Source: an optimization exercise on an open RTL-to-GDS flow (aim: small area and a short achievable clock period). Production flows keep margins and buffers that such runs may drop. In this exercise RTL edits were held to simulation tests only and were not proved equivalent to the original. Power is estimated from default activity; no workload was simulated.

**flow/flow/run.sh**
```bash
#!/bin/bash
# Standard layout (the standard.sh, unchanged synthesis), with:
#  - repair_timing aiming for a larger setup slack, so the achieved clock
#    period (not just the 17 ns target) is optimised;
#  - port buffers of a plain buf_2 cell (the resizer still sizes them).
set -euo pipefail
bash standard.sh SETUP_SLACK_MARGIN=9 "BUFFER_PORTS_ARGS=-buffer_cell sky130_fd_sc_hd__buf_2" finish > standard.log 2>&1
```
**flow/standard.sh**
```bash
#!/bin/bash
# synth_recipe.tcl (not shown) runs the flow's synth.tcl, then flattens the netlist and writes it again
# the make line also repeats each setting of config.mk as NAME=value (left out here)
make -C /OpenROAD-flow-scripts/flow DESIGN_CONFIG=/design/flow/config.mk WORK_HOME=/design/flow/orfs CLKGATE_MAP_FILE= SYNTH_SCRIPT=/design/flow/synth_recipe.tcl "${@:-finish}"
```
**flow/config.mk**
```make
export PLATFORM = sky130hd
export DESIGN_NAME = maf_rr_scheduler
export DESIGN_NICKNAME = maf_rr_scheduler
export VERILOG_FILES = /design/flow/design.v
export SDC_FILE = /design/flow/constraint.sdc
export NUM_CORES = 4
export LEC_CHECK = 0
export CAP_MARGIN = 20
export CORE_MARGIN = 2
export CORE_UTILIZATION = 65
export CTS_BUF_LIST = sky130_fd_sc_hd__clkbuf_16
export CTS_CLUSTER_DIAMETER = 120
export CTS_CLUSTER_SIZE = 24
export SLEW_MARGIN = 20
```
**flow/constraint.sdc**
```tcl
create_clock -name core_clock -period 17.0 [get_ports {clk}]
set_input_delay 3.4000 -clock core_clock [delete_from_list [all_inputs] [get_ports {clk}]]
set_output_delay 3.4000 -clock core_clock [all_outputs]
set_load 0.01 [all_outputs]
```
**flow/design.v**
```verilog
module maf_rr_scheduler (
  input  logic        clk,
  input  logic        rst,
  input  logic [3:0]  in_valid,
  input  logic [39:0] in_data,
  output logic [3:0]  in_ready,
  input  logic [3:0]  clr,
  output logic        out_valid,
  input  logic        out_ready,
  output logic [9:0]  out_data,
  output logic [1:0]  out_ch,
  output logic        out_primed
);
  localparam logic [9:0] Q0 = 10'd477;
  localparam logic [6:0] R0 = 7'd13;
  function automatic logic [19:0] cadd10(input logic [9:0] a, input logic [9:0] b);
    logic [9:0] g, p, gg, pp, s0, s1;
    g  = a & b;
    p  = a ^ b;
    gg = g;
    pp = p;
    for (int l = 0; l < 4; l++) begin
      for (int i = 0; i < 10; i++) begin
        if (((i >> l) & 1) == 1) begin
          gg[i] = gg[i] | (pp[i] & gg[((i >> l) << l) - 1]);
          pp[i] = pp[i] & pp[((i >> l) << l) - 1];
        end
      end
    end
    s0[0] = p[0];
    s1[0] = ~p[0];
    for (int i = 1; i < 10; i++) begin
      s0[i] = p[i] ^ gg[i-1];
      s1[i] = p[i] ^ (gg[i-1] | pp[i-1]);
    end
    cadd10 = {s1, s0};
  endfunction
  function automatic logic [19:0] csa10(input logic [9:0] a, input logic [9:0] b,
                                        input logic [9:0] c, input logic ci);
    logic [9:0] s, k;
    s = a ^ b ^ c;
    k = (a & b) | (a & c) | (b & c);
    csa10 = {k[8:0], ci, s};
  endfunction
  function automatic logic [15:0] incdec8(input logic [7:0] x);
    logic [7:0] ci, bi;
    ci[0] = 1'b1;
    bi[0] = 1'b1;
    for (int i = 1; i < 8; i++) begin
      ci[i] = ci[i-1] & x[i-1];
      bi[i] = bi[i-1] & ~x[i-1];
    end
    incdec8 = {x ^ bi, x ^ ci};
  endfunction
  logic [3:0][13:0][9:0] hist_q;
  logic [3:0][9:0]       q_q;
  logic [3:0][6:0]       r_q;
  logic [3:0][3:0]       fill_q;
  logic [1:0]            last_q;
  logic [3:0]            lasth_q;    
  logic        out_valid_q;
  logic [9:0]  out_data_q;
  logic [1:0]  out_ch_q;
  logic        out_primed_q;
  logic [3:0] elig, gnt;
  logic [1:0] grant;
  logic       found, space, take, accept;
  assign elig  = in_valid & ~clr;
  assign found = |elig;
  always_comb begin
    case (last_q)
      2'd0:    gnt = elig[1] ? 4'b0010 : elig[2] ? 4'b0100 : elig[3] ? 4'b1000 : elig[0] ? 4'b0001 : 4'b0000;
      2'd1:    gnt = elig[2] ? 4'b0100 : elig[3] ? 4'b1000 : elig[0] ? 4'b0001 : elig[1] ? 4'b0010 : 4'b0000;
      2'd2:    gnt = elig[3] ? 4'b1000 : elig[0] ? 4'b0001 : elig[1] ? 4'b0010 : elig[2] ? 4'b0100 : 4'b0000;
      default: gnt = elig[0] ? 4'b0001 : elig[1] ? 4'b0010 : elig[2] ? 4'b0100 : elig[3] ? 4'b1000 : 4'b0000;
    endcase
  end
  assign grant    = {gnt[3] | gnt[2], gnt[3] | gnt[1]};
  assign space    = !out_valid_q || out_ready;
  assign take     = found && space;
  assign accept   = take && !rst;
  always_comb begin
    for (int i = 0; i < 4; i++) begin
      logic blk;
      blk = 1'b0;
      for (int j = 0; j < 4; j++)
        for (int l = 0; l < 4; l++)
          if (j != i && ((j - l + 3) % 4) < ((i - l + 3) % 4))
            blk = blk | (elig[j] & lasth_q[l]);
      in_ready[i] = elig[i] & !blk & space & !rst;
    end
  end
  logic [3:0][9:0] samp;
  logic [3:0][6:0] rr, dd;
  logic [3:0][5:0] sd;
  logic [3:0]      prim, empty;
  always_comb begin
    for (int i = 0; i < 4; i++) begin
      samp[i]  = in_data[10*i +: 10] ^ 10'h200;
      prim[i]  = fill_q[i][3] & fill_q[i][2] & fill_q[i][1];
      empty[i] = fill_q[i] == 4'd0;
      rr[i]    = empty[i] ? 7'd13 :
                 {{4{r_q[i][6]}}, r_q[i][6:4]} + {3'b0, r_q[i][3:0]};
      dd[i]    = {1'b0, samp[i][9:4]} + {5'b0, samp[i][9:8]};
      sd[i]    = {2'b0, samp[i][3:0]} + {2'b0, samp[i][7:4]} + {4'b0, samp[i][9:8]};
    end
  end
  logic [3:0] gq, go;
  logic       ge, gp;
  logic [9:0] q_g, o_g;
  logic [5:0] sd_g;
  logic [6:0] rr_g, dd_g;
  logic [2:0] rh_g;
  logic       primed;
  always_comb begin
    gq     = gnt & ~empty;
    go     = gnt & prim;
    ge     = |(gnt & empty);
    gp     = |(gnt & ~prim);
    q_g    = ge ? Q0 : 10'd0;
    rh_g   = ge ? R0[6:4] : 3'd0;
    o_g    = gp ? 10'd512 : 10'd0;
    rr_g   = '0;
    dd_g   = '0;
    sd_g   = '0;
    for (int i = 0; i < 4; i++) begin
      q_g    = q_g    | (gq[i]  ? q_q[i]          : 10'd0);
      rh_g   = rh_g   | (gq[i]  ? r_q[i][6:4]     : 3'd0);
      o_g    = o_g    | (go[i]  ? hist_q[i][13]   : 10'd0);
      rr_g   = rr_g   | (gnt[i] ? rr[i]           : 7'd0);
      dd_g   = dd_g   | (gnt[i] ? dd[i]           : 7'd0);
      sd_g   = sd_g   | (gnt[i] ? sd[i]           : 6'd0);
    end
    primed = |go;
  end
  logic [19:0] ad_t, cs_r, ad_r, cs_a, ad_y, cs_n1, cs_n2, ad_n;
  logic [6:0]  t, po, r_new;
  logic [9:0]  y, quot, q_new;
  logic        nz;
  assign ad_t  = cadd10({3'b0, rr_g}, {4'b0, sd_g});
  assign t     = ad_t[6:0];
  assign nz = !(t == 7'd0 || t == 7'd15 || t == 7'd30 || t == 7'd45);
  logic [9:0]      a;
  logic [7:0]      ah;
  logic [1:0]      al;
  logic [15:0]     id_a;
  logic [7:0]      ahm, ahp;
  logic [5:0][9:0] cand;
  logic [4:0]      fo;
  assign cs_a  = csa10(q_g, {{7{rh_g[2]}}, rh_g}, {3'b0, dd_g}, 1'b0);
  assign ad_y  = cadd10(cs_a[9:0], cs_a[19:10]);
  assign a     = ad_y[9:0];
  assign ah    = a[9:2];
  assign al    = a[1:0];
  assign id_a  = incdec8(ah);
  assign ahp   = id_a[7:0];
  assign ahm   = id_a[15:8];
  always_comb begin
    cand[0] = {(al == 2'd0) ? ahm : ah, al - 2'd1};
    cand[1] = a;
    cand[2] = {(al == 2'd3) ? ahp : ah, al + 2'd1};
    cand[3] = {al[1]        ? ahp : ah, ~al[1], al[0]};
    cand[4] = {(al != 2'd0) ? ahp : ah, al - 2'd1};
    cand[5] = {ahp, al};
    fo[0] = t[6];
    fo[1] = !t[6] && t < 7'd15;
    fo[2] = !t[6] && t >= 7'd15 && t < 7'd30;
    fo[3] = !t[6] && t >= 7'd30 && t < 7'd45;
    fo[4] = !t[6] && t >= 7'd45;
    y = '0;
    for (int f = 0; f < 5; f++)
      if (fo[f])
        y = y | ((nz && !cand[f][9]) ? cand[f+1] : cand[f]);
  end
  assign quot  = y ^ 10'h200;
  assign po    = {3'b0, o_g[3:0]} + {3'b0, o_g[7:4]} + {5'b0, o_g[9:8]};
  assign ad_r  = cadd10({3'b0, t}, {3'b111, ~po});
  assign r_new = ad_r[16:10];
  assign cs_n1 = csa10(cs_a[9:0], cs_a[19:10], ~{4'b0, o_g[9:4]}, 1'b1);
  assign cs_n2 = csa10(cs_n1[9:0], cs_n1[19:10], ~{8'b0, o_g[9:8]}, 1'b1);
  assign ad_n  = cadd10(cs_n2[9:0], cs_n2[19:10]);
  assign q_new = ad_n[9:0];
  always_ff @(posedge clk) begin
    for (int i = 0; i < 4; i++)
      if (take && gnt[i]) begin
        hist_q[i] <= {hist_q[i][12:0], samp[i]};
        q_q[i]    <= q_new;
        r_q[i]    <= r_new;
      end
  end
  always_ff @(posedge clk or posedge rst) begin
    if (rst) begin
      fill_q       <= '0;
      last_q       <= 2'd3;
      lasth_q      <= 4'b1000;
      out_valid_q  <= 1'b0;
      out_data_q   <= '0;
      out_ch_q     <= '0;
      out_primed_q <= 1'b0;
    end else begin
      for (int i = 0; i < 4; i++) begin
        if (clr[i])
          fill_q[i] <= '0;
        else if (take && gnt[i] && fill_q[i] != 4'd15)
          fill_q[i] <= fill_q[i] + 4'd1;
      end
      if (take) begin
        last_q       <= grant;
        lasth_q      <= gnt;
        out_valid_q  <= 1'b1;
        out_data_q   <= quot;
        out_ch_q     <= grant;
        out_primed_q <= primed;
      end else if (out_ready) begin
        out_valid_q  <= 1'b0;
      end
    end
  end
  assign out_valid  = out_valid_q;
  assign out_data   = out_data_q;
  assign out_ch     = out_ch_q;
  assign out_primed = out_primed_q;
endmodule
```
==> results by group, run 1 <==
CTS
  • Clk sink count: roughly 660
  • Clock Latency Late Sink: 0.63 ns
  • Clock root cell: clkbuf_16
  • CTS Hold Bufs: 0
  • CTS tree: built
  • H-tree depth: 1
  • Clk buf depth: 3
  • Total CTS buffers: 31
  • Clk slew on worst S/H paths: 0.10 ns

Routing
  • Via count: 13908
  • Final ANT Viol Nets: 0
  • DRT Wirelength: ~52 mm
  • Routed WL per cell: 22.34 um
  • Iteration-0 DRC Markers: 1459
  • DRC violations left: 0
  • Pre-Repair DR Iteration Count: 7
  • DR vias/cell: 5.926

Cells and area
  • Finished Core Util: 75.70%
  • Antenna fix cells: 0
  • Area of the multi-input gates: 0.007550 mm2
  • Number of fill cells: 2384
  • Sequential Area: 0.01976 mm2
  • Layout area overhead: 15.13%
  • Final net count: 2003
  • Design area: 0.03091 mm2
  • Fraction of layout cells with a size suffix above 1: 23.42%

Yosys
  • Number of distinct library cells after synthesis: 94
  • Yosys Warn Count: 1
  • Post-synth EDFFs: 628
  • Post-synthesis sequential area ratio: 73.61%
  • Post-synthesis register bit count: about 660
  • Ys async rst share: 5.422%
  • Ys flop type: edfxtp_1
  • Synthesized cell area: around 0.027 mm2
  • Syn Nets: 1791
  • Gate Count Post-Synth: 1578
  • Synthesized area per cell: 17.01 um2

Global route
  • Largest net degree at the start of global routing: 100
  • Aggregate global routing overflow: 0
  • First-pass GRT wire length: 78.09 mm
  • GRT Total Usage: 23.96%
  • Vias in the first global route: roughly 14000
  • Initial antenna violation count: 0

STA
  • Fmax: 120.5 MHz
  • Setup TNS: 0 ns
  • Worst slew pin tran: 1.127 ns
  • Clock skew: 0.03291 ns
  • Max-slew violation count: 0
  • Min cycle time layout: between 8 and 9 ns
  • RSZ-0062 raised after global routing: yes
  • Final Hold Fails: 0
  • Setup Viol. Count Final: 0
  • Max_slew headroom: between 20% and 30%
  • Fraction of the cycle the final worst path needs: between 40% and 50%

Placed design
  • Dpl hpwl: between 30 and 40 mm
  • IO Port Bufs: 68
  • Dpl cell area: 0.02798 mm2
  • Gpl congestion: about 0.9

Setup path
  • CP arrival: 8.83 ns
  • Worst-case reg-to-reg path depth: 24
  • WP data required: 17.52 ns
  • Worst-path maximum fanout: 11
  • Crit end category: register
  • Setup CP Type: in2reg
  • CP Launch Type: primary input

Power and ir drop
  • Pleak: between 0.01 and 0.015 uW
  • Maximum vdd drop: 98.30 uV
  • Power per cell area: 133.2 mW/mm2

Worst hold path
  • Worst hold path type: reg2reg
  • Hold Crit Depth: 0

Die
  • Core area: 0.04083 mm2
  • Die X: 207.2 um
  • Area of the die: 0.04294 mm2
  • Num ports: 69
  • Initial Utilization: 65.75%
  • Die H: 207.2 um
  • Row cnt: 74

Job
  • Max Cap Viol: 0

Status
  • Status: complete, no violations
final timing paths:
check,from,endpoint,slack [ns]
worst min register to register,hist_q[508]$_DFFE_PP_,hist_q[518]$_DFFE_PP_,0.41
worst max-delay path,clr[1],out_data_q[3]$_DFFE_PP0P_,8.70
worst max register to register,last_q[1]$_DFFE_PP1P_,out_data_q[3]$_DFFE_PP0P_,10.72
worst min-delay path,hist_q[508]$_DFFE_PP_,hist_q[518]$_DFFE_PP_,0.41
max in group asynchronous,rst,fill_q[0]$_DFFE_PP0P_,13.72
min in group asynchronous,rst,lasth_q[1]$_DFFE_PP0P_,2.90
routing by layer:
metal  vias up  track usage (%)  share of wire (%)
met5         -                0                  0
met4         0            5.640                2.2
met3        84            5.628                8.5
met2       526            37.70                 47
met1      6862            34.68                 42
li1       6436                -                  -
placed cells by master (no fill, tap or decap), types with 13 or more instances in the layout:
master       n
a21o_1      27
a21oi_1     33
fa_2        14
nand2_1     66
xor2_1      24
fa_1        32
buf_4      114
dfrtp_1     33
nor3_1      14
o21ai_0     23
ha_1        94
ha_4        17
buf_2       58
inv_1      117
edfxtp_1   628
nor2_1      58
buf_6       27
a222oi_1    24
xnor2_1     35
clkbuf_16   31
nand3_1     20
inv_2       13
logic make-up after synthesis:
group | Yosys count | synth area share [%]
AO/OA/AOI/OAI | 264 | 7.517
buffers and inverters | 139 | 2.037
XOR/XNOR | 75 | 2.549
multiplexers | 8 | 0.3076
flip-flops | 664 | 73.61
adder cells (fa/ha/maj) | 162 | 8.836
AND/OR/NAND/NOR | 266 | 5.141
cell usage after synthesis, types with 21 or more instances:
| cell type | number | share of area [%] |
|---|---|---|
| edfxtp_1 | 628 | 70 |
| ha_1 | 116 | 5.4 |
| inv_1 | 108 | 1.5 |
| nand2_1 | 71 | 0.99 |
| nor2_1 | 70 | 0.98 |
| fa_1 | 46 | 3.4 |
| a21oi_1 | 45 | 0.84 |
| xnor2_1 | 43 | 1.4 |
| dfrtp_1 | 33 | 3.1 |
| xor2_1 | 30 | 0.98 |
| o21ai_0 | 28 | 0.52 |
| a21o_1 | 27 | 0.75 |
| a222oi_1 | 24 | 0.89 |
| clkbuf_1 | 21 | 0.29 |
| nand3_1 | 21 | 0.39 |
final cells by class:
type                    instances  area share [%]
flip-flops and latches        664           63.94
multi-input cells             777           24.43
repair buffers                208           5.218
clock buffers                  31           2.510
well taps                     532           2.154
inverters                     108           1.356
clock inverters                27          0.3967
what timing repair did:
| item | 4_1_cts | 5_1_grt |
|---|---|---|
| buffers inserted | 62 | 56 |
| cloned | 1 | 2 |
| pin swaps | 54 | 77 |
| setup endpoints to repair | 50 | 28 |
| resized for setup | 100 | 131 |
per-stage QoR:
| stage | hold WS [ns] | setup slack (ns) | instances | power [uW] |
|---|---|---|---|---|
| 6_report | 0.4077 | 8.698 | 2347 | 4116 |
| 3_5_place_dp | 0.4045 | 6.908 | 2168 | 3042 |
| 5_1_grt | 0.4151 | 8.510 | 2347 | 4317 |
| 4_1_cts | 0.4099 | 8.710 | 2289 | 3960 |
| 3_3_place_gp | 0.4002 | 7.106 | 2168 | 3022 |
| 2_1_floorplan | 0.4003 | 8.348 | 1578 | 2764 |
registers in the layout (all words and copies together), names as in the netlist:
register,cells
fill_q,16
last_q,2
hist_q,560
r_q,28
out_valid_q,1
out_data_q,10
q_q,40
out_ch_q,2
lasth_q,4
out_primed_q,1
power breakdown:
group | internal [uW] | switching (uW) | total (uW) | leakage [uW]
sequential | 1990 | 41.5 | 2030 | 0.00617
clock | 336 | 458 | 794 | 0.000529
combinational | 548 | 744 | 1290 | 0.00444
worst max-delay path: stages:
cell	delay (ns)
buf_6	0.12
nand2b_4	0.18
a31oi_4	0.24
buf_4	0.14
nor3_1	0.06
buf_4	0.23
a222oi_1	0.39
nand2_2	0.20
fa_2	0.45
ha_4	0.18
a21o_1	0.19
a21oi_4	0.16
o21bai_1	0.11
a21oi_2	0.15
nor2b_1	0.08
nor2_2	0.12
o21bai_1	0.10
fa_2	0.39
or3_4	0.44
a22oi_4	0.21
o21ai_2	0.09
a221o_1	0.39
a211oi_4	0.34
nor2_1	0.09
o32a_1	0.35
==> inputs of run 2 (changes only) <==
--- a/flow/config.mk
+++ b/flow/config.mk
@@ -9,3 +9,3 @@
 export CORE_MARGIN = 2
-export CORE_UTILIZATION = 65
+export CORE_UTILIZATION = 75
 export CTS_BUF_LIST = sky130_fd_sc_hd__clkbuf_16
==> run 2 against run 1 <==
  * Still clean on timing, DRC and antenna
  * Hold slack worse by 0.0087 ns
  * Critical path depth did not move
  * Worst setup slack lost 0.41 ns
  * Clock skew grew 0.027 ns
  * Die area is 13% lower
  * Sequential power is essentially flat
  * Critical path type unchanged
==> results by group, run 2 <==
Yosys
  • Number of distinct library cells after synthesis: 94 (unchanged)
  • Post-synth top area share: 70.24% (unchanged)
  • Simple-gate area share of the yosys netlist: 5.141% (unchanged)
  • Post-synthesis mux area share: 0.3076% (unchanged)
  • Post-synthesis register bit count: 664 (unchanged)
  • Ys flop type: edfxtp_1
  • Largest family of logic cells by synthesized area: adder cells
  • Ys async rst share: 5.422% (unchanged)
  • Post-synthesis sequential area ratio: 73.61% (unchanged)
  • Post-synth EDFFs: 628 (unchanged)
  • Synthesized area per cell: 17.01 um2 (unchanged)
  • Yosys Warn Count: 1 (unchanged)
  • Adder-cell area share of the yosys netlist: 8.836% (unchanged)
  • Most frequent cell after synthesis: edfxtp_1
  • XOR/XNOR Fraction of Synth Area: 2.549% (unchanged)
  • Top cells by count, synth: edfxtp_1, ha_1, inv_1, nand2_1, nor2_1
  • Synth Area in Compound Gates: 7.517% (unchanged)
  • Leading area contributor after synthesis: edfxtp_1
  • Gate Count Post-Synth: 1578 (unchanged)
  • Synthesized cell area: 0.02685 mm2 (unchanged)
  • Syn Nets: 1791 (unchanged)
  • Synth area leaders: edfxtp_1, ha_1, fa_1

Setup path
  • Worst-path maximum fanout: 6 (-5)
  • Slowest cell on the critical path: fa_2
  • CP Launch Type: primary input
  • CP arrival: 9.26 ns (+0.43 ns)
  • CP max stage delay: 0.63 ns (+0.18 ns)
  • Setup CP Type: in2reg
  • Crit end category: register
  • Buf+Inv Stages, Crit Path: 5 (+2)
  • CP top delay family: simple AND/OR/NAND/NOR gates
  • WP data required: 17.55 ns (+0.03 ns)

Cells and area
  • Design area: 0.03058 mm2 (-1.1%)
  • Top flop regs: hist_q: 560 flops, q_q: 40 flops, r_q: 28 flops
  • Max FFs per register: 560 (unchanged)
  • Most flop-heavy register: hist_q
  • Final net count: 1999 (-0.20%)
  • Commonest non-fill, non-tap cell in the layout: edfxtp_1
  • Layout area overhead: 13.90%
  • Finished Core Util: 86.39% (+11 points)
  • Commonest cells after routing, fill and taps aside: edfxtp_1, inv_1, buf_4
  • Sequential Area: 0.01976 mm2 (unchanged)
  • Number of fill cells: 1424 (-40%)
  • Fraction of layout cells with a size suffix above 1: 22.64% (-0.78 points)
  • Area of the multi-input gates: 0.007427 mm2 (-1.6%)

Routing
  • Pre-Repair DR Iteration Count: 12 (+5)
  • Iteration-0 DRC Markers: 2778 (+90%)
  • DRT Wirelength: 69.49 mm (+33%)
  • Routed WL per cell: 30.56 um (+37%)
  • DR vias/cell: 6.979 (+18%)
  • Final ANT Viol Nets: 0 (unchanged)
  • DRC violations left: 0 (unchanged)
  • Via count: 15870 (+14%)

Die
  • Die H: 193.2 um (-6.8%)
  • Die X: 193.2 um (-6.8%)
  • Initial Utilization: 75.85% (+10 points)
  • Row cnt: 69 (-6.8%)
  • Area of the die: 0.03733 mm2 (-13%)
  • Num ports: 69 (unchanged)
  • Core area: 0.03540 mm2 (-13%)

STA
  • Worst slew pin tran: 1.241 ns (+0.1148 ns)
  • Max-slew violation count: 0 (unchanged)
  • Max_slew headroom: 17.24% (-7.7 points)
  • Setup TNS: 0 ns (unchanged)
  • Final Hold Fails: 0 (unchanged)
  • Fraction of the cycle the final worst path needs: 51.27% (+2.4 points)
  • Setup Viol. Count Final: 0 (unchanged)
  • Fmax: 114.7 MHz (-4.7%)
  • Clock skew: 0.06005 ns (+0.02714 ns)
  • Worst hold margin: 0.3989 ns (-0.008745 ns)
  • Post-route setup slack: 8.285 ns (-0.4133 ns)
  • Min cycle time layout: 8.715 ns (+0.4133 ns)
  • RSZ-0062 raised after global routing: yes

CTS
  • CTS Hold Bufs: 0 (unchanged)
  • Total CTS buffers: 31 (unchanged)
  • CTS tree: built
  • Clk sink count: 664 (unchanged)
  • Clock Latency Late Sink: 0.67 ns (+0.04 ns)
  • Clk slew on worst S/H paths: 0.12 ns (+0.02 ns)
  • Clk buf depth: 3 (unchanged)
  • Clock root cell: clkbuf_16
  • H-tree depth: 1 (unchanged)

Status
  • Status: complete, no violations

Power and ir drop
  • Maximum vdd drop: 108.6 uV (+11%)
  • Power per cell area: 140.8 mW/mm2 (+5.7%)
  • Pleak: 0.01111 uW (-0.22%)

Job
  • Max Cap Viol: 0 (unchanged)

Placed design
  • Pre-CTS setup slack: 6.942 ns (+0.03396 ns)
  • Gpl congestion: 0.9322 (+3.3%)
  • Dpl hpwl: 39.26 mm (+14%)
  • IO Port Bufs: 68 (unchanged)
  • Dpl cell area: 0.02787 mm2 (-0.40%)

Global route
  • Aggregate global routing overflow: 0 (unchanged)
  • Vias in the first global route: 15789 (+17%)
  • GRT Total Usage: 35.36% (+11 points)
  • Largest net degree at the start of global routing: 100 (unchanged)
  • Met2 GRT Util: 57.05% (+19 points)
  • M3 GR Usage: 9.815% (+4.2 points)
  • GRT busiest layer: met2
  • Initial antenna violation count: 3 (+3)
  • First-pass GRT wire length: 97.08 mm (+24%)
  • Met1 usage: 43.18% (+8.5 points)

Worst hold path
  • Worst hold path type: reg2reg
-- run 2: cell counts after synthesis --
No cell type changed its count.
-- run 2: metrics by stage --
step                power, uW  cells
floorplan                2764   1578
global placement         3011   2094
detailed placement       3072   2094
CTS                      4040   2219
global route             4416   2272
finish                   4305   2274
-- run 2: cell families after synthesis --
group,count (synthesis)
compound gates,264
xor+xnor,75
fa+ha+maj,162
buf+inv,139
flops,664
mux,8
simple gates,266
-- run 2: worst register-to-register path, stage by stage (launching register included) --
cell and delay [ns]:
dfrtp_1 0.46, inv_1 0.09, ha_1 0.15, nor3b_2 0.84
a2111oi_4 0.08, buf_4 0.21, buf_6 0.12, a222oi_1 0.32
a21boi_2 0.31, fa_1 0.52, fa_1 0.54, fa_1 0.56
inv_2 0.06, fa_2 0.36, a21o_1 0.22, a21oi_2 0.22
o21bai_1 0.12, a21oi_2 0.23, nor2b_2 0.08, o21a_1 0.24
nor2_2 0.16, fa_2 0.25, xor2_2 0.20, xnor2_2 0.15
xnor2_2 0.13
-- run 2: final timing paths --
| kind | start | endpoint | slack [ns] | cells past startpoint |
|---|---|---|---|---|
| max | clr[3] | out_data_q[3]$_DFFE_PP0P_ | 8.28 | 25 |
| min | hist_q[379]$_DFFE_PP_ | hist_q[389]$_DFFE_PP_ | 0.40 | 0 |
| max reg2reg | fill_q[0]$_DFFE_PP0P_ | q_q[29]$_DFFE_PP_ | 10.16 | 24 |
| min reg2reg | hist_q[379]$_DFFE_PP_ | hist_q[389]$_DFFE_PP_ | 0.40 | 0 |
| max in group asynchronous | rst | fill_q[1]$_DFFE_PP0P_ | 13.76 | 3 |
| min in group asynchronous | rst | fill_q[12]$_DFFE_PP0P_ | 2.85 | 3 |
-- run 2: metal layers --
| layer | vias to the layer above | part of all wire (%) |
|---|---|---|
| met1 | 7731 | 32 |
| met4 | 4 | 8.0 |
| met3 | 415 | 12 |
| met2 | 1287 | 48 |
| li1 | 6433 | - |
| met5 | - | 0.045 |
-- run 2: area by class of cell --
cell class                      instances  area share (%)
Clock buffer                           31           2.537
Inverter                              108           1.358
Timing Repair Buffer                  204           4.885
Sequential cell                       664           64.63
Tap cell                              461           1.886
Clock inverter                         27          0.4010
Multi-Input combinational cell        777           24.29
Antenna cell                            2         0.01637
-- run 2: what timing repair did --
action                                  in CTS  in global routing
setup buffers                               65                 52
pin swaps                                   78                 70
cloned                                       2                  1
endpoints found under the setup margin      62                 31
resized for setup                          115                 70
-- run 2: power breakdown --
part	switching [uW]	leakage, uW	internal, uW
sequential	51.8	0.00617	1990
combinational	857	0.00441	564
clock	503	0.000530	337
==> inputs of run 3 (changes only) <==
--- a/flow/flow/run.sh
+++ b/flow/flow/run.sh
@@ -6,2 +6,2 @@
 set -euo pipefail
-bash standard.sh SETUP_SLACK_MARGIN=9 "BUFFER_PORTS_ARGS=-buffer_cell sky130_fd_sc_hd__buf_2" finish > standard.log 2>&1
+bash standard.sh SETUP_SLACK_MARGIN=10 "BUFFER_PORTS_ARGS=-buffer_cell sky130_fd_sc_hd__buf_2" finish > standard.log 2>&1
--- a/flow/config.mk
+++ b/flow/config.mk
@@ -9,3 +9,3 @@
 export CORE_MARGIN = 2
-export CORE_UTILIZATION = 75
+export CORE_UTILIZATION = 65
 export CTS_BUF_LIST = sky130_fd_sc_hd__clkbuf_16
==> run 3 against run 2 <==
  * Sequential power about the same
  * Still clean on timing, DRC and antenna
  * Sequential share of layout area decreased by 0.85 points
  * Worst setup slack improved by 0.31 ns
  * Combinational power decreased by 4%
  * Via count decreased by 11%
  * Critical path depth increased by 2
  * Clock skew decreased by 0.030 ns
==> results by group, run 3 <==
Status
  • Status: complete, no violations

Global route
  • Initial antenna violation count: 1 (-2)
  • Aggregate global routing overflow: 0 (unchanged)
  • Largest net degree at the start of global routing: 91 (-9.0%)
  • Vias in the first global route: 13637 (-14%)
  • GRT Total Usage: 24.63% (-11 points)
  • First-pass GRT wire length: 80.27 mm (-17%)

Cells and area
  • Final net count: 2010 (+0.55%)
  • Number of fill cells: 2409 (+69%)
  • Finished Core Util: 75.89% (-11 points)
  • Antenna fix cells: 0 (-2)
  • Layout area overhead: 15.42%
  • Most flop-heavy register: hist_q
  • Commonest non-fill, non-tap cell in the layout: edfxtp_1
  • Top flop regs: hist_q: 560 flops, q_q: 40 flops, r_q: 28 flops
  • Max FFs per register: 560 (unchanged)
  • Fraction of layout cells with a size suffix above 1: 24.42% (+1.8 points)
  • Commonest cells after routing, fill and taps aside: edfxtp_1, inv_1, buf_4

Die
  • Die H: 207.2 um (+7.3%)
  • Num ports: 69 (unchanged)
  • Area of the die: 0.04294 mm2 (+15%)
  • Initial Utilization: 65.75% (-10 points)
  • Die X: 207.2 um (+7.3%)
  • Row cnt: 74 (+7.2%)
  • Core area: 0.04083 mm2 (+15%)

Setup path
  • CP max stage delay: 0.46 ns (-0.17 ns)
  • Crit path from: clr[2]
  • CP arrival: 8.96 ns (-0.30 ns)
  • Worst-path maximum fanout: 9 (+3)
  • Crit end category: register
  • Worst R2R Setup Slack: 10.70 ns (+0.54 ns)
  • End point of the critical path: out_data_q[4]$_DFFE_PP0P_
  • CP Launch Type: primary input
  • WP data required: 17.55 ns (about the same)
  • Worst-case reg-to-reg path depth: 28 (+17%)
  • Setup CP Type: in2reg
  • Launching point of the worst reg2reg path: last_q[1]$_DFFE_PP1P_
  • R2R Path End: out_data_q[4]$_DFFE_PP0P_
  • Cell mode on critical path: buf_4
  • Slowest cell on the critical path: or4_4

CTS
  • Total CTS buffers: 31 (unchanged)
  • CTS Hold Bufs: 0 (unchanged)
  • Clock Latency Late Sink: 0.64 ns (-0.03 ns)
  • CTS tree: built
  • H-tree depth: 1 (unchanged)
  • Clk slew on worst S/H paths: 0.10 ns (-0.02 ns)
  • Clock root cell: clkbuf_16
  • Clk sink count: 664 (unchanged)
  • Clk buf depth: 3 (unchanged)

STA
  • Max_slew headroom: 25.32% (+8.1 points)
  • Fraction of the cycle the final worst path needs: 49.44% (-1.8 points)
  • Setup TNS: 0 ns (unchanged)
  • Final Hold Fails: 0 (unchanged)
  • Min cycle time layout: 8.405 ns (-0.3108 ns)
  • Fmax: 119.0 MHz (+3.7%)
  • RSZ-0062 raised after global routing: yes
  • Max-slew violation count: 0 (unchanged)
  • Worst slew pin tran: 1.120 ns (-0.1211 ns)
  • Setup Viol. Count Final: 0 (unchanged)
  • Clock skew: 0.03016 ns (-0.02988 ns)

Routing
  • DRT Wirelength: 53.29 mm (-23%)
  • DR vias/cell: 6.003 (-14%)
  • Pre-Repair DR Iteration Count: 7 (-5)
  • Routed WL per cell: 22.64 um (-26%)
  • Via count: 14131 (-11%)
  • DRC violations left: 0 (unchanged)
  • Final ANT Viol Nets: 0 (unchanged)
  • Iteration-0 DRC Markers: 1426 (-49%)

Yosys
  • Post-synth top area share: 70.24% (unchanged)
  • Gate Count Post-Synth: 1578 (unchanged)
  • Post-synth EDFFs: 628 (unchanged)
  • Post-synthesis sequential area ratio: 73.61% (unchanged)
  • Ys async rst share: 5.422% (unchanged)
  • Ys flop type: edfxtp_1
  • Post-synthesis register bit count: 664 (unchanged)
  • Number of distinct library cells after synthesis: 94 (unchanged)
  • Synthesized cell area: 0.02685 mm2 (unchanged)
  • Syn Nets: 1791 (unchanged)
  • Synth area leaders: edfxtp_1, ha_1, fa_1
  • Leading area contributor after synthesis: edfxtp_1
  • Synthesized area per cell: 17.01 um2 (unchanged)
  • Top cells by count, synth: edfxtp_1, ha_1, inv_1, nand2_1, nor2_1
  • Yosys Warn Count: 1 (unchanged)
  • Most frequent cell after synthesis: edfxtp_1

Power and ir drop
  • Pleak: 0.01122 uW (+0.98%)
  • Power per cell area: 136.1 mW/mm2 (-3.3%)
  • Cell Int Power: 2930 uW (+1.3%)
  • Logic pwr share: 32.6% (-0.4 points)
  • P_sw: 1288 uW (-8.8%)
  • Sw Share: 30.54% (-2.3 points)
  • Reg power frac: 48.2% (+0.7 points)
  • Clock Power Share: 19.3% (-0.2 points)
  • Maximum vdd drop: 97.58 uV (-10%)

Job
  • Max Cap Viol: 0 (unchanged)

Placed design
  • Gpl congestion: 0.9430 (+1.2%)
  • Dpl hpwl: 34.97 mm (-11%)
  • IO Port Bufs: 68 (unchanged)

Worst hold path
  • Worst hold path type: reg2reg
run 3: cell counts after synthesis:
No cell type changed its count.
run 3: power by group through the flow:
stage | clock [uW] | sequential (uW) | combinational, uW
after floorplan | 0 | 2060 | 703
after detailed placement | 0 | 2070 | 984
after CTS | 836 | 2030 | 1150
after global placement | 0 | 2060 | 974
final | 813 | 2030 | 1370
after global routing | 882 | 2040 | 1490
run 3: metal layers:
layer | global-route usage [%] | share of wire (%)
met1 | 35.47 | 41
met2 | 38.86 | 47
met3 | 5.658 | 8.4
met4 | 6.207 | 2.7
met5 | 0 | 0
run 3: kinds of logic (layout without fill, tap and decap cells):
group                    count (synthesis)  in the layout  synth area share [%]
AO/OA/AOI/OAI                          264            264                 7.517
buffers and inverters                  139            380                 2.037
flip-flops                             664            664                 73.61
AND/OR/NAND/NOR                        266            268                 5.141
adder cells (fa/ha/maj)                162            162                 8.836
XOR/XNOR                                75             76                 2.549
multiplexers                             8              8                0.3076
run 3: worst min-delay path by stage:
stage	startpoint	end	slack [ns]	cells after the start
detailed placement	hist_q[2]$_DFFE_PP_	hist_q[12]$_DFFE_PP_	0.40	0
global placement	hist_q[388]$_DFFE_PP_	hist_q[398]$_DFFE_PP_	0.40	0
finish	hist_q[239]$_DFFE_PP_	hist_q[249]$_DFFE_PP_	0.41	0
global route	hist_q[358]$_DFFE_PP_	hist_q[368]$_DFFE_PP_	0.43	0
CTS	hist_q[239]$_DFFE_PP_	hist_q[249]$_DFFE_PP_	0.41	0
floorplan	hist_q[90]$_DFFE_PP_	hist_q[100]$_DFFE_PP_	0.40	0
run 3: cell type report:
type                            instances  area (um2)  share of cell area, %
Clock buffer                           31       775.7                  2.503
Clock inverter                         27       145.1                 0.4684
Inverter                              108       412.9                  1.332
Multi-Input combinational cell        778        7566                  24.42
Sequential cell                       664       19760                  63.78
Tap cell                              532       665.6                  2.148
Timing Repair Buffer                  214        1659                  5.354
run 3: what timing repair did:
action                                  4_1_cts  5_1_grt
endpoints found under the setup margin       70       66
gates resized for setup                     112      123
endpoints found under the hold margin         0        0
buffers inserted                             64       56
pin swaps                                    52       80
gates cloned                                  2        1
run 3: critical path: cells and delay by family:
kind                       cells  cell delay [ns]
xor gates and xnor gates       1             0.15
AOI/OAI and AO/OA              9             1.89
adders and majority gates      2             0.70
buffers and inverters          7             1.04
and+or+nand+nor                8             1.75
run 3: through the flow:
step / setup slack (ns) / std cells / total power [uW] / instance area (um2) / hold WS (ns)
2_1_floorplan: 8.351 / 1578 / 2765 / 27010 / 0.4003
3_3_place_gp: 7.129 / 2173 / 3037 / 28050 / 0.4003
3_5_place_dp: 6.937 / 2173 / 3052 / 28050 / 0.4045
4_1_cts: 8.629 / 2297 / 4022 / 30050 / 0.4149
5_1_grt: 8.390 / 2354 / 4410 / 30990 / 0.4269
6_report: 8.595 / 2354 / 4218 / 30990 / 0.4132
==> inputs of run 4 (changes only) <==
--- a/flow/flow/run.sh
+++ b/flow/flow/run.sh
@@ -6,2 +6,2 @@
 set -euo pipefail
-bash standard.sh SETUP_SLACK_MARGIN=10 "BUFFER_PORTS_ARGS=-buffer_cell sky130_fd_sc_hd__buf_2" finish > standard.log 2>&1
+bash standard.sh SETUP_SLACK_MARGIN=8 "BUFFER_PORTS_ARGS=-buffer_cell sky130_fd_sc_hd__buf_2" finish > standard.log 2>&1
==> run 4 against run 3 <==
  * Still clean on timing, DRC and antenna
  * Routed wire length is 5.3% lower
  * First-iteration DRC count is 13% lower
  * Via count is 6.0% lower
  * Sequential share of layout area is 4.1 points higher
  * Global-route usage is 1.1 points lower
==> results by group, run 4 <==
Status
  • Status: complete, no violations

Die
  • Initial Utilization: 65.75% (unchanged)
  • Core area: 0.04083 mm2 (unchanged)
  • Area of the die: 0.04294 mm2 (unchanged)
  • Row cnt: 74 (unchanged)
  • Die X: 207.2 um (unchanged)
  • Num ports: 69 (unchanged)
  • Die H: 207.2 um (unchanged)

Placed design
  • Dpl hpwl: 34.59 mm (-1.1%)
  • Gpl congestion: 0.9305 (-1.3%)
  • IO Port Bufs: 68 (unchanged)

Routing
  • Iteration-0 DRC Markers: 1245 (-13%)
  • DR vias/cell: 5.941 (-1.0%)
  • Pre-Repair DR Iteration Count: 6 (-1)
  • Routed WL per cell: 22.56 um (-0.36%)
  • DRC violations left: 0 (unchanged)
  • Via count: 13290 (-6.0%)
  • Final ANT Viol Nets: 0 (unchanged)
  • DRT Wirelength: 50.46 mm (-5.3%)

STA
  • Clock skew: 0.02570 ns (-0.004467 ns)
  • Setup Viol. Count Final: 0 (unchanged)
  • Fmax: 113.9 MHz (-4.3%)
  • Max_slew headroom: 32.05% (+6.7 points)
  • RSZ-0062 raised after global routing: no
  • Max-slew violation count: 0 (unchanged)
  • Worst slew pin tran: 1.014 ns (-0.1066 ns)
  • Final Hold Fails: 0 (unchanged)
  • Setup TNS: 0 ns (unchanged)
  • Fraction of the cycle the final worst path needs: 51.65% (+2.2 points)
  • Min cycle time layout: 8.780 ns (+0.3754 ns)

Power and ir drop
  • Total power: 3867 uW (-8.3%)
  • Maximum vdd drop: 114.4 uV (+17%)
  • Pleak: 0.01045 uW (-6.9%)
  • Power per cell area: 132.8 mW/mm2 (-2.5%)

Yosys
  • Syn Nets: 1791 (unchanged)
  • Ys flop type: edfxtp_1
  • Synthesized area per cell: 17.01 um2 (unchanged)
  • Number of distinct library cells after synthesis: 94 (unchanged)
  • Gate Count Post-Synth: 1578 (unchanged)
  • Yosys Warn Count: 1 (unchanged)
  • Synth area leaders: edfxtp_1, ha_1, fa_1
  • Top cells by count, synth: edfxtp_1, ha_1, inv_1, nand2_1, nor2_1
  • Post-synthesis register bit count: 664 (unchanged)
  • Post-synth EDFFs: 628 (unchanged)
  • Post-synthesis sequential area ratio: 73.61% (unchanged)
  • Synthesized cell area: 0.02685 mm2 (unchanged)
  • Most frequent cell after synthesis: edfxtp_1
  • Post-synth top area share: 70.24% (unchanged)
  • Ys async rst share: 5.422% (unchanged)
  • Leading area contributor after synthesis: edfxtp_1

Global route
  • First-pass GRT wire length: 76.84 mm (-4.3%)
  • Vias in the first global route: 13194 (-3.2%)
  • GRT Total Usage: 23.54% (-1.1 points)
  • Aggregate global routing overflow: 0 (unchanged)
  • Largest net degree at the start of global routing: 102 (+12%)
  • Initial antenna violation count: 0 (-1)

Job
  • Max Cap Viol: 0 (unchanged)

CTS
  • Clock root cell: clkbuf_16
  • Total CTS buffers: 31 (unchanged)
  • Clk slew on worst S/H paths: 0.12 ns (+0.02 ns)
  • Clk sink count: 664 (unchanged)
  • H-tree depth: 1 (unchanged)
  • Clock Latency Late Sink: 0.61 ns (-0.03 ns)
  • Clk buf depth: 3 (unchanged)
  • CTS Hold Bufs: 0 (unchanged)
  • CTS tree: built

Cells and area
  • Commonest non-fill, non-tap cell in the layout: edfxtp_1
  • Number of fill cells: 2538 (+5.4%)
  • Commonest cells after routing, fill and taps aside: edfxtp_1, inv_1, ha_1
  • Max FFs per register: 560 (unchanged)
  • Top flop regs: hist_q: 560 flops, q_q: 40 flops, r_q: 28 flops
  • Most flop-heavy register: hist_q
  • Final net count: 1893 (-5.8%)
  • Fraction of layout cells with a size suffix above 1: 12.26% (-12 points)
  • Antenna fix cells: 0 (unchanged)
  • Layout area overhead: 8.501%

Worst hold path
  • Worst hold path type: reg2reg

Setup path
  • Worst-path maximum fanout: 7 (-2)
  • CP arrival: 9.31 ns (+0.35 ns)
  • Setup CP Type: in2reg
  • Crit end category: register
  • CP Launch Type: primary input
  • WP data required: 17.53 ns (-0.02 ns)
run 4: cell counts after synthesis:
Identical to the previous run, type by type.
run 4: worst max-delay path, cell delays in order:
cell and delay (ns):
buf_2 0.14, inv_1 0.11, fa_1 0.50, ha_1 0.17, inv_1 0.06, fa_1 0.53
o22a_1 0.16, o221ai_1 0.21, ha_1 0.33, a21o_1 0.17, a21o_1 0.20, fa_1 0.54
or4_1 0.55, a21oi_1 0.55, a2bb2oi_1 0.15, nor2_1 0.17, a21oi_1 0.08, or4_1 0.46
o311ai_2 0.14, a211oi_4 0.09, buf_4 0.20, or2_1 0.20, a31oi_1 0.18
run 4: path summary, 6_finish.rpt:
kind | cells after the start | end | start | slack (ns)
max in group asynchronous | 3 | last_q[0]$_DFFE_PP1P_ | rst | 13.73
setup reg to reg | 26 | out_data_q[4]$_DFFE_PP0P_ | last_q[1]$_DFFE_PP1P_ | 10.45
setup / recovery | 23 | out_data_q[4]$_DFFE_PP0P_ | in_data[29] | 8.22
hold / removal | 0 | hist_q[276]$_DFFE_PP_ | hist_q[266]$_DFFE_PP_ | 0.40
hold reg to reg | 0 | hist_q[276]$_DFFE_PP_ | hist_q[266]$_DFFE_PP_ | 0.40
min in group asynchronous | 3 | fill_q[9]$_DFFE_PP0P_ | rst | 2.91
run 4: stage by stage:
step	hold WS (ns)	worst slack [ns]	cell area, um2	utilization [%]	std cells
6_report	0.4050	8.220	29130	71.34	2237
5_1_grt	0.4186	8.018	29130	71.34	2237
4_1_cts	0.4077	8.011	28920	70.82	2230
3_5_place_dp	0.4045	6.461	27920	68.39	2170
3_3_place_gp	0.4001	6.746	27910	68.36	2168
2_1_floorplan	0.4003	8.108	26860	-	1578
run 4: timing repair:
item | CTS | global route
pin swaps | 0 | 4
setup endpoints to repair | 14 | 14
buffers inserted | 2 | 6
gates resized for setup | 13 | 28
run 4: cell families after synthesis:
kind of cell             synth area share (%)
multiplexers                           0.3076
AND/OR/NAND/NOR                         5.141
flip-flops                              73.61
buffers and inverters                   2.037
AO/OA/AOI/OAI                           7.517
XOR/XNOR                                2.549
adder cells (fa/ha/maj)                 8.836
run 4: layout make-up:
type                       instances  area (um2)  area share, %
sequential                       664       19760          67.84
multi-input combinational        775        6745          23.16
clock buffer                      31       775.7          2.663
tap                              532       665.6          2.285
timing repair buffer             100       605.6          2.079
inverter                         108       415.4          1.426
clock inverter                    27       158.9         0.5455
run 4: power breakdown:
part / switching (uW) / internal, uW / leakage, uW
combinational: 638 / 373 / 0.00374
sequential: 41.5 / 1990 / 0.00617
clock: 461 / 364 / 0.000543
run 4: per-layer routing:
metal | track usage, % | part of all wire (%) | vias to the layer above
li1 | - | - | 6195
met1 | 34.10 | 43 | 6606
met2 | 37.93 | 48 | 410
met3 | 3.858 | 6.9 | 79
met4 | 6.330 | 2.4 | 0
met5 | 0 | 0 | -
==> inputs of run 5 (changes only) <==
--- a/flow/design.v
+++ b/flow/design.v
@@ -147,4 +147,2 @@
   logic [7:0]      ahm, ahp;
-  logic [5:0][9:0] cand;
-  logic [4:0]      fo;
   assign cs_a  = csa10(q_g, {{7{rh_g[2]}}, rh_g}, {3'b0, dd_g}, 1'b0);
@@ -157,9 +155,11 @@
   assign ahm   = id_a[15:8];
-  always_comb begin
-    cand[0] = {(al == 2'd0) ? ahm : ah, al - 2'd1};
-    cand[1] = a;
-    cand[2] = {(al == 2'd3) ? ahp : ah, al + 2'd1};
-    cand[3] = {al[1]        ? ahp : ah, ~al[1], al[0]};
-    cand[4] = {(al != 2'd0) ? ahp : ah, al - 2'd1};
-    cand[5] = {ahp, al};
+  logic [4:0] fo;
+  logic [5:0] cm, cp;      
+  logic [4:0] sg;          
+  logic [4:0] cr;          
+  logic [5:0] mo;          
+  logic       sm, sp, s0;
+  logic       hm7, hp7;
+  logic [1:0] yl;
+  always_comb begin
     fo[0] = t[6];
@@ -169,6 +169,21 @@
     fo[4] = !t[6] && t >= 7'd45;
-    y = '0;
-    for (int f = 0; f < 5; f++)
-      if (fo[f])
-        y = y | ((nz && !cand[f][9]) ? cand[f+1] : cand[f]);
+    cm    = {5'b0, al == 2'd0};
+    cp    = {1'b1, al != 2'd0, al[1], al == 2'd3, 2'b00};
+    hm7   = ah[7] ^ ~|ah[6:0];
+    hp7   = ah[7] ^ &ah[6:0];
+    for (int f = 0; f < 5; f++) begin
+      sg[f] = cm[f] ? hm7 : cp[f] ? hp7 : ah[7];
+      cr[f] = nz && !sg[f];
+    end
+    mo[0] = fo[0] && !cr[0];
+    for (int j = 1; j < 5; j++)
+      mo[j] = (fo[j] && !cr[j]) || (fo[j-1] && cr[j-1]);
+    mo[5] = fo[4] && cr[4];
+    sm = |(mo & cm);
+    sp = |(mo & cp);
+    s0 = !sm && !sp;
+    yl = '0;
+    for (int j = 0; j < 6; j++)
+      if (mo[j]) yl = yl | (al + 2'(j - 1));
+    y = {({8{sm}} & ahm) | ({8{sp}} & ahp) | ({8{s0}} & ah), yl};
   end
--- a/flow/flow/run.sh
+++ b/flow/flow/run.sh
@@ -6,2 +6,2 @@
 set -euo pipefail
-bash standard.sh SETUP_SLACK_MARGIN=8 "BUFFER_PORTS_ARGS=-buffer_cell sky130_fd_sc_hd__buf_2" finish > standard.log 2>&1
+bash standard.sh SETUP_SLACK_MARGIN=9 "BUFFER_PORTS_ARGS=-buffer_cell sky130_fd_sc_hd__buf_2" finish > standard.log 2>&1
==> run 5 against run 4 <==
  * Sequential power barely moved
  * Combinational power rose by about 20%
  * Register-to-register slack improved by 0.12 ns
  * Still clean
  * Synthesized cell count fell by 3.6%
  * Sequential share of layout area fell by 1.6 points
  * Global-route usage rose by 1.7 points
  * Cell count rose by 0.31%
  * Clock power fell by 3.0%
  * Worst setup slack improved by 0.36 ns
  * Critical path depth rose by 3
  * Via count rose by 1.2%
==> results by group, run 5 <==
Status
  • Status: complete, no violations

Yosys
  • Post-synth EDFFs: 628 (unchanged)
  • Yosys Warn Count: 1 (unchanged)
  • Post-synthesis sequential area ratio: 75.13% (+1.5 points)
  • Ys flop type: edfxtp_1
  • Synthesized cell area: 0.02631 mm2 (-2.0%)
  • Leading area contributor after synthesis: edfxtp_1
  • Synth area leaders: edfxtp_1, ha_1, fa_1
  • Post-synth top area share: 71.69% (+1.4 points)
  • Syn Nets: 1734 (-3.2%)
  • Most frequent cell after synthesis: edfxtp_1
  • Post-synthesis register bit count: 664 (unchanged)
  • Top cells by count, synth: edfxtp_1, ha_1, inv_1, nor2_1, nand2_1
  • Gate Count Post-Synth: 1521 (-3.6%)
  • Number of distinct library cells after synthesis: 75 (-20%)
  • Ys async rst share: 5.422% (unchanged)
  • Synthesized area per cell: 17.29 um2 (+1.7%)

CTS
  • CTS tree: built
  • Total CTS buffers: 31 (unchanged)
  • Clock Latency Late Sink: 0.63 ns (+0.02 ns)
  • H-tree depth: 1 (unchanged)
  • CTS Hold Bufs: 0 (unchanged)
  • Clk sink count: 664 (unchanged)
  • Clk buf depth: 3 (unchanged)
  • Clock root cell: clkbuf_16
  • Clk slew on worst S/H paths: 0.09 ns (-0.03 ns)

Cells and area
  • Commonest non-fill, non-tap cell in the layout: edfxtp_1
  • Final net count: 1921 (+1.5%)
  • Layout area overhead: 13.41%
  • Finished Core Util: 74.92% (+3.6 points)
  • Sequential Area: 0.01976 mm2 (unchanged)
  • Most flop-heavy register: hist_q
  • Commonest cells after routing, fill and taps aside: edfxtp_1, ha_1, inv_1
  • Antenna fix cells: 0 (unchanged)
  • Area of the multi-input gates: 0.006847 mm2 (+1.5%)
  • Top flop regs: hist_q: 560 flops, q_q: 40 flops, r_q: 28 flops
  • Finished Layout Cells: 2244 (+0.31%)
  • Fraction of layout cells with a size suffix above 1: 21.00% (+8.7 points)
  • Number of fill cells: 2420 (-4.6%)
  • Max FFs per register: 560 (unchanged)

Global route
  • First-pass GRT wire length: 78.69 mm (+2.4%)
  • GRT busiest layer: met2
  • Aggregate global routing overflow: 0 (unchanged)
  • M3 GR Usage: 3.405% (-0.45 points)
  • Met1 usage: 36.59% (+2.5 points)
  • Vias in the first global route: 13343 (+1.1%)
  • Largest net degree at the start of global routing: 91 (-11%)
  • Met2 GRT Util: 41.49% (+3.6 points)
  • Initial antenna violation count: 1 (+1)
  • GRT Total Usage: 25.23% (+1.7 points)

Setup path
  • Worst-path maximum fanout: 5 (-2)
  • R2R Path End: q_q[29]$_DFFE_PP_
  • Worst-case reg-to-reg path depth: 27 (+3.8%)
  • CP arrival: 8.81 ns (-0.50 ns)
  • Launching point of the worst reg2reg path: fill_q[13]$_DFFE_PP0P_
  • Crit end category: register
  • CP Launch Type: primary input
  • Worst R2R Setup Slack: 10.57 ns (+0.12 ns)
  • WP data required: 17.39 ns (-0.14 ns)
  • Setup CP Type: in2reg

Die
  • Area of the die: 0.04209 mm2 (-2.0%)
  • Die H: 205.2 um (-0.99%)
  • Die X: 205.2 um (-0.99%)
  • Num ports: 69 (unchanged)
  • Row cnt: 73 (-1.4%)
  • Core area: 0.03982 mm2 (-2.5%)
  • Initial Utilization: 66.06% (+0.30 points)

Placed design
  • Pre-CTS setup slack: 7.012 ns (+0.5504 ns)
  • Dpl hpwl: 34.51 mm (-0.23%)
  • IO Port Bufs: 68 (unchanged)
  • Placed cell count: 2107 (-2.9%)
  • Gpl congestion: 0.9107 (-2.1%)

Routing
  • Routed WL per cell: 23.52 um (+4.3%)
  • DRT Wirelength: 52.79 mm (+4.6%)
  • Final ANT Viol Nets: 0 (unchanged)
  • DRC violations left: 0 (unchanged)
  • Pre-Repair DR Iteration Count: 10 (+4)
  • Iteration-0 DRC Markers: 1365 (+9.6%)
  • DR vias/cell: 5.995 (+0.91%)
  • Via count: 13453 (+1.2%)

STA
  • RSZ-0062 raised after global routing: yes
  • Setup Viol. Count Final: 0 (unchanged)
  • Clock skew: 0.03689 ns (+0.01119 ns)
  • Final Hold Fails: 0 (unchanged)
  • Post-route setup slack: 8.578 ns (+0.3577 ns)
  • Max-slew violation count: 0 (unchanged)
  • Worst slew pin tran: 1.235 ns (+0.2213 ns)
  • Fmax: 118.7 MHz (+4.2%)
  • Max_slew headroom: 17.39% (-15 points)
  • Min cycle time layout: 8.422 ns (-0.3577 ns)
  • Setup TNS: 0 ns (unchanged)
  • Fraction of the cycle the final worst path needs: 49.54% (-2.1 points)

Job
  • Max Cap Viol: 0 (unchanged)

Worst hold path
  • Hold EP: hist_q[75]$_DFFE_PP_
  • Hold Startpoint: hist_q[65]$_DFFE_PP_
  • Hold Crit Depth: 0 (unchanged)
  • Worst hold path type: reg2reg

Power and ir drop
  • Maximum vdd drop: 108.6 uV (-5.1%)
  • Pleak: 0.01067 uW (+2.1%)
  • Power per cell area: 135.3 mW/mm2 (+1.9%)
-- run 5: cell types whose count changed in the layout (fill, tap and decap cells not counted), sizes merged, moves of 13 or more --
cell,before,now
buf,100,172
nand3,21,34
nor2,73,87
inv,133,107
a21oi,46,33
-- run 5: cell type report --
cell class,count,area share (%)
Multi-Input combinational cell,736,22.95
Timing Repair Buffer,173,4.316
Timing Repair inverter,1,0.01678
Tap cell,525,2.202
Clock buffer,31,2.600
Clock inverter,13,0.3062
Inverter,101,1.367
Sequential cell,664,66.24
-- run 5: how the worst max path moves through the flow --
stage,slack (ns),to,start,depth (start not counted)
after floorplan,8.03,hist_q[140]$_DFFE_PP_,in_valid[2],7
after global placement,7.22,q_q[19]$_DFFE_PP_,clr[3],26
after detailed placement,7.01,q_q[29]$_DFFE_PP_,clr[3],26
after CTS,8.68,q_q[29]$_DFFE_PP_,clr[0],24
after global routing,8.38,q_q[29]$_DFFE_PP_,clr[1],28
final,8.58,q_q[29]$_DFFE_PP_,in_valid[1],26
-- run 5: layer usage --
metal	part of all wire [%]	routed length (um)
met5	0	0
met1	41	21830
met4	2.2	1138
met2	49	26100
met3	7.1	3727
-- run 5: critical path, stage by stage --
cell	delay, ns
buf_6	0.10
nor4b_4	0.12
buf_6	0.14
a2111o_2	0.55
buf_6	0.17
buf_6	0.12
o22ai_4	0.18
nor3_4	0.07
fa_2	0.59
fa_1	0.45
fa_1	0.54
inv_2	0.04
fa_2	0.33
a21o_1	0.19
a21oi_2	0.17
o21bai_2	0.09
a21oi_2	0.18
nor2b_2	0.07
o21a_1	0.19
nor2_2	0.14
fa_2	0.23
xor2_2	0.18
xnor2_2	0.11
xnor2_2	0.16
xnor2_2	0.15
buf_6	0.14
-- run 5: through the flow --
| step | hold WS (ns) | area, um2 | total power [uW] |
|---|---|---|---|
| finish | 0.4039 | 29830 | 4037 |
| global route | 0.4138 | 29830 | 4207 |
| CTS | 0.4097 | 29360 | 3907 |
| detailed placement | 0.4045 | 27490 | 2976 |
| global placement | 0.4003 | 27490 | 2957 |
| floorplan | 0.4003 | 26490 | 2693 |
-- run 5: logic make-up (layout without fill, tap and decap cells) --
logic type      after synthesis  after routing  share of synthesized area (%)
flops                       664            664                          75.13
simple gates                271            272                          5.056
compound gates              218            218                          6.074
fa+ha+maj                   162            162                          9.018
buf+inv                     122            319                          1.807
xor+xnor                     73             73                          2.492
mux                          11             11                         0.4233
-- run 5: report_power, final --
group          switching, uW  internal [uW]
clock                    454            346
combinational            709            502
sequential              41.8           1980
total                   1210           2830
-- run 5: timing repair --
item / CTS / global route
hold endpoints to repair: 0 / 0
resized for setup: 127 / 59
cloned: 3 / 0
pin swaps: 66 / 43
setup buffers: 67 / 22
setup endpoints to repair: 50 / 35
==> inputs of run 6 (changes only) <==
--- a/flow/design.v
+++ b/flow/design.v
@@ -135,3 +135,3 @@
   end
-  logic [19:0] ad_t, cs_r, ad_r, cs_a, ad_y, cs_n1, cs_n2, ad_n;
+  logic [19:0] ad_t, cs_r, ad_r, cs_a, ad_y, cs_n1, ad_n;
   logic [6:0]  t, po, r_new;
@@ -193,5 +193,6 @@
   assign r_new = ad_r[16:10];
-  assign cs_n1 = csa10(cs_a[9:0], cs_a[19:10], ~{4'b0, o_g[9:4]}, 1'b1);
-  assign cs_n2 = csa10(cs_n1[9:0], cs_n1[19:10], ~{8'b0, o_g[9:8]}, 1'b1);
-  assign ad_n  = cadd10(cs_n2[9:0], cs_n2[19:10]);
+  logic [6:0] ob;
+  assign ob    = {1'b0, o_g[9:4]} + {5'b0, o_g[9:8]};
+  assign cs_n1 = csa10(cs_a[9:0], cs_a[19:10], ~{3'b0, ob}, 1'b1);
+  assign ad_n  = cadd10(cs_n1[9:0], cs_n1[19:10]);
   assign q_new = ad_n[9:0];
==> run 6 against run 5 <==
  * Total power down 8.4%
  * Critical path depth increased by 1
  * Routed wire length is 4.8% lower
  * Still clean on timing, DRC and antenna
  * Hold slack improved by 0.0045 ns
  * Core utilization grew 0.15 points
  * Clock skew decreased by 0.0029 ns
  * Via count shrank 1.3%
==> results by group, run 6 <==
Placed design
  • Placed cell count: 2093 (-0.66%)
  • Dpl hpwl: 34.02 mm (-1.4%)
  • IO Port Bufs: 68 (unchanged)
  • Gpl congestion: 0.9155 (+0.53%)

Cells and area
  • Top flop regs: hist_q: 560 flops, q_q: 40 flops, r_q: 28 flops
  • Number of fill cells: 2388 (-1.3%)
  • Commonest cells after routing, fill and taps aside: edfxtp_1, inv_1, ha_1
  • Max FFs per register: 560 (unchanged)
  • Final net count: 1913 (-0.42%)
  • Layout area overhead: 13.83%
  • Fraction of layout cells with a size suffix above 1: 19.82% (-1.2 points)
  • Finished Core Util: 75.07% (+0.15 points)
  • Most flop-heavy register: hist_q
  • Antenna fix cells: 0 (unchanged)
  • Commonest non-fill, non-tap cell in the layout: edfxtp_1
  • Finished Layout Cells: 2256 (+0.53%)

Yosys
  • Synth Area in Compound Gates: 6.643% (+0.57 points)
  • Simple-gate area share of the yosys netlist: 4.737% (-0.32 points)
  • Leading area contributor after synthesis: edfxtp_1
  • Largest family of logic cells by synthesized area: adder cells
  • Post-synthesis mux area share: 0.1910% (-0.23 points)
  • Adder-cell area share of the yosys netlist: 8.797% (-0.22 points)
  • Syn Nets: 1710 (-1.4%)
  • Post-synthesis sequential area ratio: 75.43% (+0.30 points)
  • Post-synth top area share: 71.98% (+0.29 points)
  • Post-synthesis register bit count: 664 (unchanged)
  • Synthesized area per cell: 17.43 um2 (+0.79%)
  • Most frequent cell after synthesis: edfxtp_1
  • Synth area leaders: edfxtp_1, ha_1, fa_1
  • Ys flop type: edfxtp_1
  • Yosys Warn Count: 1 (unchanged)
  • Synthesized cell area: 0.02620 mm2 (-0.40%)
  • Gate Count Post-Synth: 1503 (-1.2%)
  • Number of distinct library cells after synthesis: 76 (+1.3%)
  • Ys async rst share: 5.422% (unchanged)
  • XOR/XNOR Fraction of Synth Area: 2.507% (+0.015 points)
  • Top cells by count, synth: edfxtp_1, ha_1, inv_1, nand2_1, nor2_1
  • Post-synth EDFFs: 628 (unchanged)

Setup path
  • Worst-case reg-to-reg path depth: 30 (+11%)
  • Crit end category: register
  • WP data required: 17.49 ns (+0.10 ns)
  • Worst-path maximum fanout: 8 (+3)
  • Setup CP Type: in2reg
  • CP arrival: 9.24 ns (+0.43 ns)
  • CP Launch Type: primary input

Routing
  • DRC violations left: 0 (unchanged)
  • DRT Wirelength: 50.27 mm (-4.8%)
  • Final ANT Viol Nets: 0 (unchanged)
  • Routed WL per cell: 22.28 um (-5.3%)
  • Iteration-0 DRC Markers: 1291 (-5.4%)
  • DR vias/cell: 5.886 (-1.8%)
  • Pre-Repair DR Iteration Count: 7 (-3)
  • Via count: 13278 (-1.3%)

Global route
  • GRT Total Usage: 24.18% (-1.1 points)
  • Vias in the first global route: 13000 (-2.6%)
  • Largest net degree at the start of global routing: 91 (unchanged)
  • Initial antenna violation count: 0 (-1)
  • First-pass GRT wire length: 74.76 mm (-5.0%)
  • Aggregate global routing overflow: 0 (unchanged)

STA
  • Fraction of the cycle the final worst path needs: 51.50% (+2.0 points)
  • Setup Viol. Count Final: 0 (unchanged)
  • Min cycle time layout: 8.754 ns (+0.3322 ns)
  • Worst hold margin: 0.4084 ns (+0.004509 ns)
  • Worst slew pin tran: 1.144 ns (-0.09055 ns)
  • Setup TNS: 0 ns (unchanged)
  • RSZ-0062 raised after global routing: yes
  • Max_slew headroom: 23.54% (+6.2 points)
  • Clock skew: 0.03398 ns (-0.002909 ns)
  • Max-slew violation count: 0 (unchanged)
  • Fmax: 114.2 MHz (-3.8%)
  • Final Hold Fails: 0 (unchanged)

Die
  • Die X: 204.8 um (-0.19%)
  • Die H: 204.8 um (-0.19%)
  • Row cnt: 73 (unchanged)
  • Area of the die: 0.04193 mm2 (-0.39%)
  • Num ports: 69 (unchanged)
  • Initial Utilization: 65.94% (-0.11 points)
  • Core area: 0.03973 mm2 (-0.23%)

Status
  • Status: complete, no violations

CTS
  • H-tree depth: 1 (unchanged)
  • Clock Latency Late Sink: 0.61 ns (-0.02 ns)
  • Total CTS buffers: 31 (unchanged)
  • Clk sink count: 664 (unchanged)
  • Clock root cell: clkbuf_16
  • CTS tree: built
  • Clk slew on worst S/H paths: 0.09 ns (about the same)
  • Clk buf depth: 3 (unchanged)

Power and ir drop
  • Maximum vdd drop: 113.0 uV (+4.1%)
  • Pleak: 0.01078 uW (+1.0%)
  • Power per cell area: 124.0 mW/mm2 (-8.3%)
  • Total power: 3699 uW (-8.4%)

Job
  • Max Cap Viol: 0 (unchanged)

Worst hold path
  • Hold Crit Depth: 0 (unchanged)
  • Worst hold path type: reg2reg
==> run 6: cell count changes in the layout (fill, tap and decap cells not counted), sizes merged, moves of 5 or more <==
cell    previous run  this run
ha               116       109
a211oi             6        11
inv              107       119
a21oi             33        46
mux2i             10         5
o21ai             34        28
nor2              87        69
and2               1         6
nand2             64        78
nand3             34        28
buf              172       190
==> run 6: path summary, 6_finish.rpt <==
| kind | startpoint | to | slack (ns) |
|---|---|---|---|
| setup / recovery | clr[0] | out_data_q[9]$_DFFE_PP0P_ | 8.25 |
| hold / removal | hist_q[16]$_DFFE_PP_ | hist_q[26]$_DFFE_PP_ | 0.41 |
| setup reg to reg | fill_q[0]$_DFFE_PP0P_ | out_data_q[9]$_DFFE_PP0P_ | 10.20 |
| hold reg to reg | hist_q[16]$_DFFE_PP_ | hist_q[26]$_DFFE_PP_ | 0.41 |
| max in group asynchronous | rst | out_data_q[7]$_DFFE_PP0P_ | 13.73 |
| min in group asynchronous | rst | fill_q[3]$_DFFE_PP0P_ | 2.91 |
==> run 6: metrics by stage <==
stage | setup WS (ns) | area (um2)
final | 8.246 | 29820
after global routing | 7.979 | 29820
after CTS | 8.408 | 29260
after detailed placement | 6.256 | 27400
after global placement | 6.389 | 27400
after floorplan | 7.905 | 26370
==> run 6: area by class of cell <==
type | instances | area [um2] | share of cell area [%]
clock buffer | 31 | 775.7 | 2.601
clock inverter | 27 | 111.4 | 0.3734
inverter | 93 | 352.8 | 1.183
multi-input combinational | 725 | 6700 | 22.47
sequential | 664 | 19760 | 66.26
tap | 525 | 656.9 | 2.202
timing repair buffer | 191 | 1465 | 4.913
==> run 6: what timing repair did <==
action                                  in CTS  in global routing
hold buffers                                 0                  0
gates resized for setup                     96                 54
cloned                                       1                  0
pin swaps                                   53                 37
buffers inserted                            70                 32
endpoints found under the setup margin      54                 20
hold endpoints to repair                     0                  0
==> run 6: layer usage <==
layer	vias to the layer above	routed length, um	track usage, %
met5	-	0	0
met4	0	1313	7.039
met3	78	3836	4.391
met2	480	23430	37.73
met1	6580	21690	35.57
li1	6140	-	-
==> run 6: worst max-delay path, cell delays in order <==
cell	delay (ns)
buf_8	0.09
nand2b_4	0.22
a21oi_4	0.25
a211oi_4	0.10
buf_6	0.19
buf_4	0.14
a222oi_1	0.34
nand2_1	0.15
fa_1	0.50
ha_1	0.36
nor2b_2	0.19
o31ai_4	0.27
nor2b_4	0.21
o21ba_4	0.13
fa_2	0.46
inv_2	0.07
nand4_1	0.08
nor2_2	0.16
and3_4	0.25
nor3_4	0.05
o2111a_1	0.14
a2111oi_4	0.33
o311ai_1	0.15
a222oi_1	0.36
buf_4	0.25
o211ai_1	0.11
a32o_1	0.26
==> run 6: kinds of logic (layout without fill, tap and decap cells) <==
family                     Yosys count  after routing
adders and majority gates          156            156
AOI/OAI and AO/OA                  234            234
DFF                                664            664
muxes                                5              5
xor gates and xnor gates            75             75
and+or+nand+nor                    255            255
buffers and inverters              114            342
==> run 6: report_power, final <==
group | switching, uW | total [uW] | leakage, uW | internal (uW)
logic | 559 | 926 | 0.00408 | 367
clock network | 450 | 784 | 0.000524 | 334
registers | 39.4 | 1990 | 0.00617 | 1950
total | 1050 | 3700 | 0.0108 | 2650

[separate check: timing with driven ports]
Ports are ideal in the flow. The routed layouts listed here were re-timed in OpenROAD. Step 1 sets driving cells, clkbuf_16 on the clock port and buf_2 on the other inputs (assumed; they add their load-dependent delay and slew). Step 2 adds t to the input delays and takes it off the output delays; t is the mean of the earliest and latest rising clock arrival at the registers after step 1. Input paths then give back, and output paths get back, about the clock's delay inside the block. Three values: ideal, step 1, step 2; two values: the first two.
| run | shift t [ns] | slack for setup (ns) | worst slew at a driven data input, ns |
|---|---|---|---|
| run 1 | 0.672 | 8.698 / 8.711 / 8.039 | 0.06 |
| run 2 | 0.694 | 8.285 / 8.316 / 7.622 | 0.06 |
| run 3 | 0.677 | 8.595 / 8.604 / 7.927 | 0.06 |
| run 4 | 0.655 | 8.220 / 8.255 / 7.600 | 0.04 |
| run 5 | 0.668 | 8.578 / 8.578 / 7.910 | 0.09 |
| run 6 | 0.650 | 8.246 / 8.250 / 7.600 | 0.06 |
After both steps setup and hold are still met in every run listed.
